This is an optimization exercise on Yosys and OpenROAD, whose aim is small area, not a production implementation.
Function was checked by simulation only, so behaviour that the tests miss may differ from the original.
Power and IR drop assume default switching activity.

==> inputs of tundra <==
// wb_regfile_hilo
module wb_regfile_hilo #(
    parameter int DATA_W = 32,
    parameter int ADDR_W = 5
) (
    input  logic              clk,
    input  logic              rst,
    input  logic              we,
    input  logic [ADDR_W-1:0] waddr,
    input  logic [DATA_W-1:0] wdata,
    input  logic              re1,
    input  logic [ADDR_W-1:0] raddr1,
    output logic [DATA_W-1:0] rdata1,
    input  logic              re2,
    input  logic [ADDR_W-1:0] raddr2,
    output logic [DATA_W-1:0] rdata2,
    input  logic              whilo,
    input  logic [DATA_W-1:0] hi_i,
    input  logic [DATA_W-1:0] lo_i,
    output logic [DATA_W-1:0] hi_o,
    output logic [DATA_W-1:0] lo_o
);
    localparam int NUM_REGS = 2 ** ADDR_W;
    logic [DATA_W-1:0] gpr [1:NUM_REGS-1];
    logic [DATA_W-1:0] hi_q;
    logic [DATA_W-1:0] lo_q;
    logic [NUM_REGS-1:1] wld, whold;
    genvar r;
    generate
        for (r = 1; r < NUM_REGS; r++) begin : g_reg
            always_comb begin
                wld[r]   = !rst && we && (waddr == ADDR_W'(r));
                whold[r] = !rst && !(we && (waddr == ADDR_W'(r)));
            end
            logic [DATA_W-1:0] gpr_d;
            wb_rf_ao22 #(.W(DATA_W)) u_nxt (
                .a(wld[r]), .d(wdata), .b(whold[r]), .q(gpr[r]), .y(gpr_d));
            always_ff @(posedge clk) begin
                gpr[r] <= gpr_d;
            end
        end
    endgenerate
    logic hld, hhold;
    assign hld   = !rst && whilo;
    assign hhold = !rst && !whilo;
    logic [DATA_W-1:0] hi_d, lo_d;
    wb_rf_ao22 #(.W(DATA_W)) u_hi_nxt (.a(hld), .d(hi_i), .b(hhold), .q(hi_q), .y(hi_d));
    wb_rf_ao22 #(.W(DATA_W)) u_lo_nxt (.a(hld), .d(lo_i), .b(hhold), .q(lo_q), .y(lo_d));
    always_ff @(posedge clk) begin
        hi_q <= hi_d;
        lo_q <= lo_d;
    end
    assign hi_o = hi_q;
    assign lo_o = lo_q;
    function automatic logic [NUM_REGS-1:0] read_sel(
        input logic              rst_v,
        input logic              re,
        input logic [ADDR_W-1:0] raddr,
  ...
==> module wb_regfile_hilo, before the edit <==
module wb_regfile_hilo #(
    parameter int DATA_W = 32,
    parameter int ADDR_W = 5
) (
    input  logic              clk,
    input  logic              rst,
    input  logic              we,
    input  logic [ADDR_W-1:0] waddr,
    input  logic [DATA_W-1:0] wdata,
    input  logic              re1,
    input  logic [ADDR_W-1:0] raddr1,
    output logic [DATA_W-1:0] rdata1,
    input  logic              re2,
    input  logic [ADDR_W-1:0] raddr2,
    output logic [DATA_W-1:0] rdata2,
    input  logic              whilo,
    input  logic [DATA_W-1:0] hi_i,
    input  logic [DATA_W-1:0] lo_i,
    output logic [DATA_W-1:0] hi_o,
    output logic [DATA_W-1:0] lo_o
);
    localparam int NUM_REGS = 2 ** ADDR_W;
    logic [DATA_W-1:0] gpr [1:NUM_REGS-1];
    logic [DATA_W-1:0] hi_q;
    logic [DATA_W-1:0] lo_q;
    logic [NUM_REGS-1:1] wld, whold;
    genvar r;
    generate
        for (r = 1; r < NUM_REGS; r++) begin : g_reg
            always_comb begin
                wld[r]   = !rst && we && (waddr == ADDR_W'(r));
                whold[r] = !rst && !(we && (waddr == ADDR_W'(r)));
            end
            logic [DATA_W-1:0] gpr_d;
            wb_rf_ao22 #(.W(DATA_W)) u_nxt (
                .a(wld[r]), .d(wdata), .b(whold[r]), .q(gpr[r]), .y(gpr_d));
            always_ff @(posedge clk) begin
                gpr[r] <= gpr_d;
            end
        end
    endgenerate
    logic hld, hhold;
    assign hld   = !rst && whilo;
    assign hhold = !rst && !whilo;
    logic [DATA_W-1:0] hi_d, lo_d;
    wb_rf_ao22 #(.W(DATA_W)) u_hi_nxt (.a(hld), .d(hi_i), .b(hhold), .q(hi_q), .y(hi_d));
    wb_rf_ao22 #(.W(DATA_W)) u_lo_nxt (.a(hld), .d(lo_i), .b(hhold), .q(lo_q), .y(lo_d));
    always_ff @(posedge clk) begin
        hi_q <= hi_d;
        lo_q <= lo_d;
    end
    assign hi_o = hi_q;
    assign lo_o = lo_q;
    function automatic logic [NUM_REGS-1:0] read_sel(
        input logic              rst_v,
        input logic              re,
        input logic [ADDR_W-1:0] raddr,
        input logic              we_v,
        input logic [ADDR_W-1:0] waddr_v
    );
        logic              ok;
        logic              byp;
        logic [NUM_REGS-1:0] s;
        ok   = !rst_v && re && (raddr != '0);
        byp  = ok && we_v && (raddr == waddr_v);
        s[0] = byp;
        for (int i = 1; i < NUM_REGS; i++) begin
            s[i] = ok && !byp && (raddr == ADDR_W'(i));
        end
        read_sel = s;
    endfunction
    logic [DATA_W*NUM_REGS-1:0] rd_in;
    always_comb begin
        rd_in[DATA_W-1:0] = wdata;
        for (int i = 1; i < NUM_REGS; i++) begin
            rd_in[DATA_W*i +: DATA_W] = gpr[i];
        end
    end
    logic [NUM_REGS-1:0] sel1, sel2;
    assign sel1 = read_sel(rst, re1, raddr1, we, waddr);
    assign sel2 = read_sel(rst, re2, raddr2, we, waddr);
    wb_regfile_andor #(.N(NUM_REGS), .W(DATA_W)) u_rd1 (.sel(sel1), .d(rd_in), .y(rdata1));
    wb_regfile_andor #(.N(NUM_REGS), .W(DATA_W)) u_rd2 (.sel(sel2), .d(rd_in), .y(rdata2));
endmodule
clock: 6.0 ns
lec_check: 0
cap_margin: 20
core_margin: 2
core_utilization: 50
slew_margin: 20
synth_hierarchical: 1
run.sh (not shown) runs the stock make flow with config.mk's settings and CLKGATE_MAP_FILE= SYNTH_SCRIPT=/design/flow/synth_recipe.tcl, a recipe that flattens the netlist after the stock synthesis.
==> inputs of cedar, as changes to tundra <==
--- a/flow/design.v
+++ b/flow/design.v
@@ -25,3 +25,9 @@
     logic [DATA_W-1:0] lo_q;
-    logic [NUM_REGS-1:1] wld, whold;
+    logic [NUM_REGS-1:1] wm, wld, whold;
+    logic [3:0] wlo;
+    logic [7:0] whi;
+    always_comb begin
+        for (int j = 0; j < 4; j++) wlo[j] = (waddr[1:0] == 2'(j));
+        for (int k = 0; k < 8; k++) whi[k] = we && (waddr[4:2] == 3'(k));
+    end
     genvar r;
@@ -29,6 +35,5 @@
         for (r = 1; r < NUM_REGS; r++) begin : g_reg
-            always_comb begin
-                wld[r]   = !rst && we && (waddr == ADDR_W'(r));
-                whold[r] = !rst && !(we && (waddr == ADDR_W'(r)));
-            end
+            assign wm[r]    = wlo[r%4] && whi[r/4];
+            assign wld[r]   = !rst && wm[r];
+            assign whold[r] = !rst && !wm[r];
             logic [DATA_W-1:0] gpr_d;
@@ -53,20 +58,2 @@
     assign lo_o = lo_q;
-    function automatic logic [NUM_REGS-1:0] read_sel(
-        input logic              rst_v,
-        input logic              re,
-        input logic [ADDR_W-1:0] raddr,
-        input logic              we_v,
-        input logic [ADDR_W-1:0] waddr_v
-    );
-        logic              ok;
-        logic              byp;
-        logic [NUM_REGS-1:0] s;
-        ok   = !rst_v && re && (raddr != '0);
-        byp  = ok && we_v && (raddr == waddr_v);
-        s[0] = byp;
-        for (int i = 1; i < NUM_REGS; i++) begin
-            s[i] = ok && !byp && (raddr == ADDR_W'(i));
-        end
-        read_sel = s;
-    endfunction
     logic [DATA_W*NUM_REGS-1:0] rd_in;
@@ -79,6 +66,28 @@
     logic [NUM_REGS-1:0] sel1, sel2;
-    assign sel1 = read_sel(rst, re1, raddr1, we, waddr);
-    assign sel2 = read_sel(rst, re2, raddr2, we, waddr);
+    wb_rf_rdec u_dec1 (.rst(rst), .re(re1), .raddr(raddr1), .we(we), .waddr(waddr),
+                       .wm(wm), .sel(sel1));
+    wb_rf_rdec u_dec2 (.rst(rst), .re(re2), .raddr(raddr2), .we(we), .waddr(waddr),
+                       .wm(wm), .sel(sel2));
     wb_regfile_andor #(.N(NUM_REGS), .W(DATA_W)) u_rd1 (.sel(sel1), .d(rd_in), .y(rdata1));
     wb_regfile_andor #(.N(NUM_REGS), .W(DATA_W)) u_rd2 (.sel(sel2), .d(rd_in), .y(rdata2));
+endmodule
+module wb_rf_rdec (
+    input  logic        rst,
+    input  logic        re,
+    input  logic [4:0]  raddr,
+    input  logic        we,
+    input  logic [4:0]  waddr,
+    input  logic [31:1] wm,
+    output logic [31:0] sel
+);
+    logic       en;
+    logic [3:0] lo;
+    logic [7:0] hi;
+    always_comb begin
+        en = !rst && re;
+        for (int j = 0; j < 4; j++) lo[j] = (raddr[1:0] == 2'(j));
+        for (int k = 0; k < 8; k++) hi[k] = en && (raddr[4:2] == 3'(k));
+        sel[0] = en && (raddr != '0) && we && (raddr == waddr);
+        for (int i = 1; i < 32; i++) sel[i] = lo[i%4] && hi[i/4] && !wm[i];
+    end
 endmodule
==> flow/flow/run.sh (new file) <==
#!/bin/bash
export BUFFER_PORTS_ARGS="-buffer_cell sky130_fd_sc_hd__buf_1"
export CTS_ARGS="-sink_clustering_enable -repair_clock_nets -dont_use_dummy_load -sink_clustering_size 14 -sink_clustering_max_diameter 60 -buf_list {sky130_fd_sc_hd__clkbuf_4 sky130_fd_sc_hd__clkbuf_8}"
bash standard.sh > standard.log 2>&1
==> flow/standard.sh (new file) <==
#!/bin/bash
# synth_recipe.tcl (not shown) runs the flow's synth.tcl, then flattens the netlist and writes it again
# the make line also repeats each setting of config.mk as NAME=value (left out here)
make -C /OpenROAD-flow-scripts/flow DESIGN_CONFIG=/design/flow/config.mk WORK_HOME=/design/flow/orfs CLKGATE_MAP_FILE= SYNTH_SCRIPT=/design/flow/synth_recipe.tcl "${@:-finish}"
Settings changed: CORE_UTILIZATION 50 to 65, PLACE_DENSITY set to 0.72, SETUP_SLACK_MARGIN set to 0.2.
removed: flow/run.sh
==> inputs of xenon, as changes to tundra <==
--- a/flow/design.v
+++ b/flow/design.v
@@ -25,3 +25,9 @@
     logic [DATA_W-1:0] lo_q;
-    logic [NUM_REGS-1:1] wld, whold;
+    logic [NUM_REGS-1:1] wm, wld, whold;
+    logic [3:0] wlo;
+    logic [7:0] whi;
+    always_comb begin
+        for (int j = 0; j < 4; j++) wlo[j] = (waddr[1:0] == 2'(j));
+        for (int k = 0; k < 8; k++) whi[k] = we && (waddr[4:2] == 3'(k));
+    end
     genvar r;
@@ -29,6 +35,5 @@
         for (r = 1; r < NUM_REGS; r++) begin : g_reg
-            always_comb begin
-                wld[r]   = !rst && we && (waddr == ADDR_W'(r));
-                whold[r] = !rst && !(we && (waddr == ADDR_W'(r)));
-            end
+            assign wm[r]    = wlo[r%4] && whi[r/4];
+            assign wld[r]   = !rst && wm[r];
+            assign whold[r] = !rst && !wm[r];
             logic [DATA_W-1:0] gpr_d;
@@ -53,20 +58,2 @@
     assign lo_o = lo_q;
-    function automatic logic [NUM_REGS-1:0] read_sel(
-        input logic              rst_v,
-        input logic              re,
-        input logic [ADDR_W-1:0] raddr,
-        input logic              we_v,
-        input logic [ADDR_W-1:0] waddr_v
-    );
-        logic              ok;
-        logic              byp;
-        logic [NUM_REGS-1:0] s;
-        ok   = !rst_v && re && (raddr != '0);
-        byp  = ok && we_v && (raddr == waddr_v);
-        s[0] = byp;
-        for (int i = 1; i < NUM_REGS; i++) begin
-            s[i] = ok && !byp && (raddr == ADDR_W'(i));
-        end
-        read_sel = s;
-    endfunction
     logic [DATA_W*NUM_REGS-1:0] rd_in;
@@ -79,6 +66,28 @@
     logic [NUM_REGS-1:0] sel1, sel2;
-    assign sel1 = read_sel(rst, re1, raddr1, we, waddr);
-    assign sel2 = read_sel(rst, re2, raddr2, we, waddr);
+    wb_rf_rdec u_dec1 (.rst(rst), .re(re1), .raddr(raddr1), .we(we), .waddr(waddr),
+                       .wm(wm), .sel(sel1));
+    wb_rf_rdec u_dec2 (.rst(rst), .re(re2), .raddr(raddr2), .we(we), .waddr(waddr),
+                       .wm(wm), .sel(sel2));
     wb_regfile_andor #(.N(NUM_REGS), .W(DATA_W)) u_rd1 (.sel(sel1), .d(rd_in), .y(rdata1));
     wb_regfile_andor #(.N(NUM_REGS), .W(DATA_W)) u_rd2 (.sel(sel2), .d(rd_in), .y(rdata2));
+endmodule
+module wb_rf_rdec (
+    input  logic        rst,
+    input  logic        re,
+    input  logic [4:0]  raddr,
+    input  logic        we,
+    input  logic [4:0]  waddr,
+    input  logic [31:1] wm,
+    output logic [31:0] sel
+);
+    logic       en;
+    logic [3:0] lo;
+    logic [7:0] hi;
+    always_comb begin
+        en = !rst && re;
+        for (int j = 0; j < 4; j++) lo[j] = (raddr[1:0] == 2'(j));
+        for (int k = 0; k < 8; k++) hi[k] = en && (raddr[4:2] == 3'(k));
+        sel[0] = en && (raddr != '0) && we && (raddr == waddr);
+        for (int i = 1; i < 32; i++) sel[i] = lo[i%4] && hi[i/4] && !wm[i];
+    end
 endmodule
==> flow/flow/run.sh (new file) <==
#!/bin/bash
export BUFFER_PORTS_ARGS="-buffer_cell sky130_fd_sc_hd__buf_1"
export CTS_ARGS="-sink_clustering_enable -repair_clock_nets -dont_use_dummy_load -sink_clustering_size 17 -sink_clustering_max_diameter 65 -buf_list {sky130_fd_sc_hd__clkbuf_4 sky130_fd_sc_hd__clkbuf_8}"
bash standard.sh > standard.log 2>&1
==> flow/standard.sh (new file) <==
#!/bin/bash
# synth_recipe.tcl (not shown) runs the flow's synth.tcl, then flattens the netlist and writes it again
# the make line also repeats each setting of config.mk as NAME=value (left out here)
make -C /OpenROAD-flow-scripts/flow DESIGN_CONFIG=/design/flow/config.mk WORK_HOME=/design/flow/orfs CLKGATE_MAP_FILE= SYNTH_SCRIPT=/design/flow/synth_recipe.tcl "${@:-finish}"
Settings changed: CAP_MARGIN 20 to 10, CORE_UTILIZATION 50 to 44, SETUP_SLACK_MARGIN set to 0.3, SLEW_MARGIN 20 to 10.
removed: flow/run.sh
==> inputs of maple, as changes to tundra <==
--- a/flow/design.v
+++ b/flow/design.v
@@ -25,3 +25,3 @@
     logic [DATA_W-1:0] lo_q;
-    logic [NUM_REGS-1:1] wld, whold;
+    logic [NUM_REGS-1:1] wm, wld, whold;
     genvar r;
@@ -29,6 +29,5 @@
         for (r = 1; r < NUM_REGS; r++) begin : g_reg
-            always_comb begin
-                wld[r]   = !rst && we && (waddr == ADDR_W'(r));
-                whold[r] = !rst && !(we && (waddr == ADDR_W'(r)));
-            end
+            assign wm[r]    = we && (waddr == ADDR_W'(r));
+            assign wld[r]   = !rst && wm[r];
+            assign whold[r] = !rst && !wm[r];
             logic [DATA_W-1:0] gpr_d;
@@ -54,16 +53,15 @@
     function automatic logic [NUM_REGS-1:0] read_sel(
-        input logic              rst_v,
-        input logic              re,
-        input logic [ADDR_W-1:0] raddr,
-        input logic              we_v,
-        input logic [ADDR_W-1:0] waddr_v
+        input logic                rst_v,
+        input logic                re,
+        input logic [ADDR_W-1:0]   raddr,
+        input logic                we_v,
+        input logic [ADDR_W-1:0]   waddr_v,
+        input logic [NUM_REGS-1:1] wm_v
     );
         logic              ok;
-        logic              byp;
         logic [NUM_REGS-1:0] s;
         ok   = !rst_v && re && (raddr != '0);
-        byp  = ok && we_v && (raddr == waddr_v);
-        s[0] = byp;
+        s[0] = ok && we_v && (raddr == waddr_v);
         for (int i = 1; i < NUM_REGS; i++) begin
-            s[i] = ok && !byp && (raddr == ADDR_W'(i));
+            s[i] = ok && (raddr == ADDR_W'(i)) && !wm_v[i];
         end
@@ -79,4 +77,4 @@
     logic [NUM_REGS-1:0] sel1, sel2;
-    assign sel1 = read_sel(rst, re1, raddr1, we, waddr);
-    assign sel2 = read_sel(rst, re2, raddr2, we, waddr);
+    assign sel1 = read_sel(rst, re1, raddr1, we, waddr, wm);
+    assign sel2 = read_sel(rst, re2, raddr2, we, waddr, wm);
     wb_regfile_andor #(.N(NUM_REGS), .W(DATA_W)) u_rd1 (.sel(sel1), .d(rd_in), .y(rdata1));
==> flow/flow/run.sh (new file) <==
#!/bin/bash
export BUFFER_PORTS_ARGS="-buffer_cell sky130_fd_sc_hd__buf_1"
export CTS_ARGS="-sink_clustering_enable -repair_clock_nets -dont_use_dummy_load -sink_clustering_size 14 -sink_clustering_max_diameter 60 -buf_list {sky130_fd_sc_hd__clkbuf_4 sky130_fd_sc_hd__clkbuf_8}"
bash standard.sh > standard.log 2>&1
==> flow/standard.sh (new file) <==
#!/bin/bash
# synth_recipe.tcl (not shown) runs the flow's synth.tcl, then flattens the netlist and writes it again
# the make line also repeats each setting of config.mk as NAME=value (left out here)
make -C /OpenROAD-flow-scripts/flow DESIGN_CONFIG=/design/flow/config.mk WORK_HOME=/design/flow/orfs CLKGATE_MAP_FILE= SYNTH_SCRIPT=/design/flow/synth_recipe.tcl "${@:-finish}"
Settings changed: SETUP_SLACK_MARGIN set to 0.2.
removed: flow/run.sh
==> comparison table <==
metric                                                                  maple                tundra         cedar         xenon
Status                                       no timing/DRC/antenna violations       failed layout checks  no timing/DRC/antenna violations  no timing/DRC/antenna violations
Violated checks                                                             -  negative setup slack             -             -
GRT Total Usage                                                        44.84%                45.15%        50.90%        36.49%
Area fraction in compound gates after synthesis                        36.74%                37.83%        37.07%        37.07%
Clock-pin slew on the worst setup and hold paths                      0.09 ns               0.06 ns       0.09 ns       0.05 ns
Part of the total power dissipated in sequential elements               60.6%                 46.9%         62.2%         61.6%
Final critical-path share of the clock period                          98.30%                102.2%        96.04%        96.47%
Clock buffer and inverter area fraction after layout                   2.839%                6.844%        2.541%        2.619%
Internal cell power                                                  8.684 mW              11.50 mW      8.523 mW      8.560 mW
Most frequent cell on the critical path                                     -                buf_12         buf_1             -
Total buffers and inverters traversed by the critical path                  4                     5             3             4
Die Y                                                                301.4 um              302.2 um      265.1 um      321.4 um
Power attributed to combinational cells                                785 uW                984 uW        763 uW        749 uW
Area of the multi-input gates                                    0.01982 mm^2          0.02062 mm^2  0.01995 mm^2  0.01995 mm^2
Biggest fanout along the worst timing path                                 32                    13            25            13
Met2 wire length                                                    86,550 um             91,400 um     74,790 um     81,120 um
Actual transition at the worst max-transition pin                    1.284 ns              1.242 ns      1.254 ns      1.129 ns
Startpoint of the worst setup timing path                            waddr[4]             raddr1[0]      waddr[4]      waddr[1]
First-pass GRT wire length                                         296,700 um            302,800 um    269,600 um    279,100 um
Growth of design area from synthesis to finish                         6.299%                22.31%        5.069%        5.496%
Met1 layer usage reported by global route                              55.14%                53.61%        63.11%        46.27%
Met2 global-route usage                                                63.06%                67.89%        70.60%        52.70%
Stage delay of the slowest cell on the critical path                  0.58 ns               0.61 ns       0.66 ns       0.64 ns
Maximum resistive drop on vdd                                       0.1867 mV             0.2724 mV     0.2243 mV     0.1392 mV
Number of detailed-routing iterations run before antenna repair            17                    22            14            15
Core area                                                        0.08797 mm^2          0.08824 mm^2  0.06740 mm^2   0.1000 mm^2
Switching fraction of total power                                      26.25%                24.51%        25.73%        26.10%

[separate check: timing with driven ports]
How much do the figures lean on ideal ports? The routed layouts below were timed once more, with nothing changed but the port constraints. Step 1 assumes that a clkbuf_16 drives the clock port and a buf_2 every other input. Step 2 moves the port delays by t, midway between the first and last clock arrival at a register: inputs arrive t later, outputs are due t later. That takes back most of the time a late clock gives input paths. a / b / c = no drivers / after step 1 / after step 2; a / b = the first two.
run	t (ns)	slack for setup (ns)	worst hold slack (ns)	worst data-port slew with drivers (ns)	pins driven straight from the clock port
tundra	0.780	-0.131 / -0.179 / -0.179	0.472 / 0.472 / 0.472	0.11	1
cedar	0.766	0.237 / 0.204 / 0.204	0.479 / 0.479 / 0.479	0.13	1
xenon	0.820	0.212 / 0.186 / 0.186	0.462 / 0.462 / 0.462	0.11	1
maple	0.842	0.102 / 0.058 / 0.058	0.472 / 0.472 / 0.472	0.15	1
The setup slack of tundra, which loses most, moves by -0.048 ns with the drivers and by -0.048 ns with both steps.
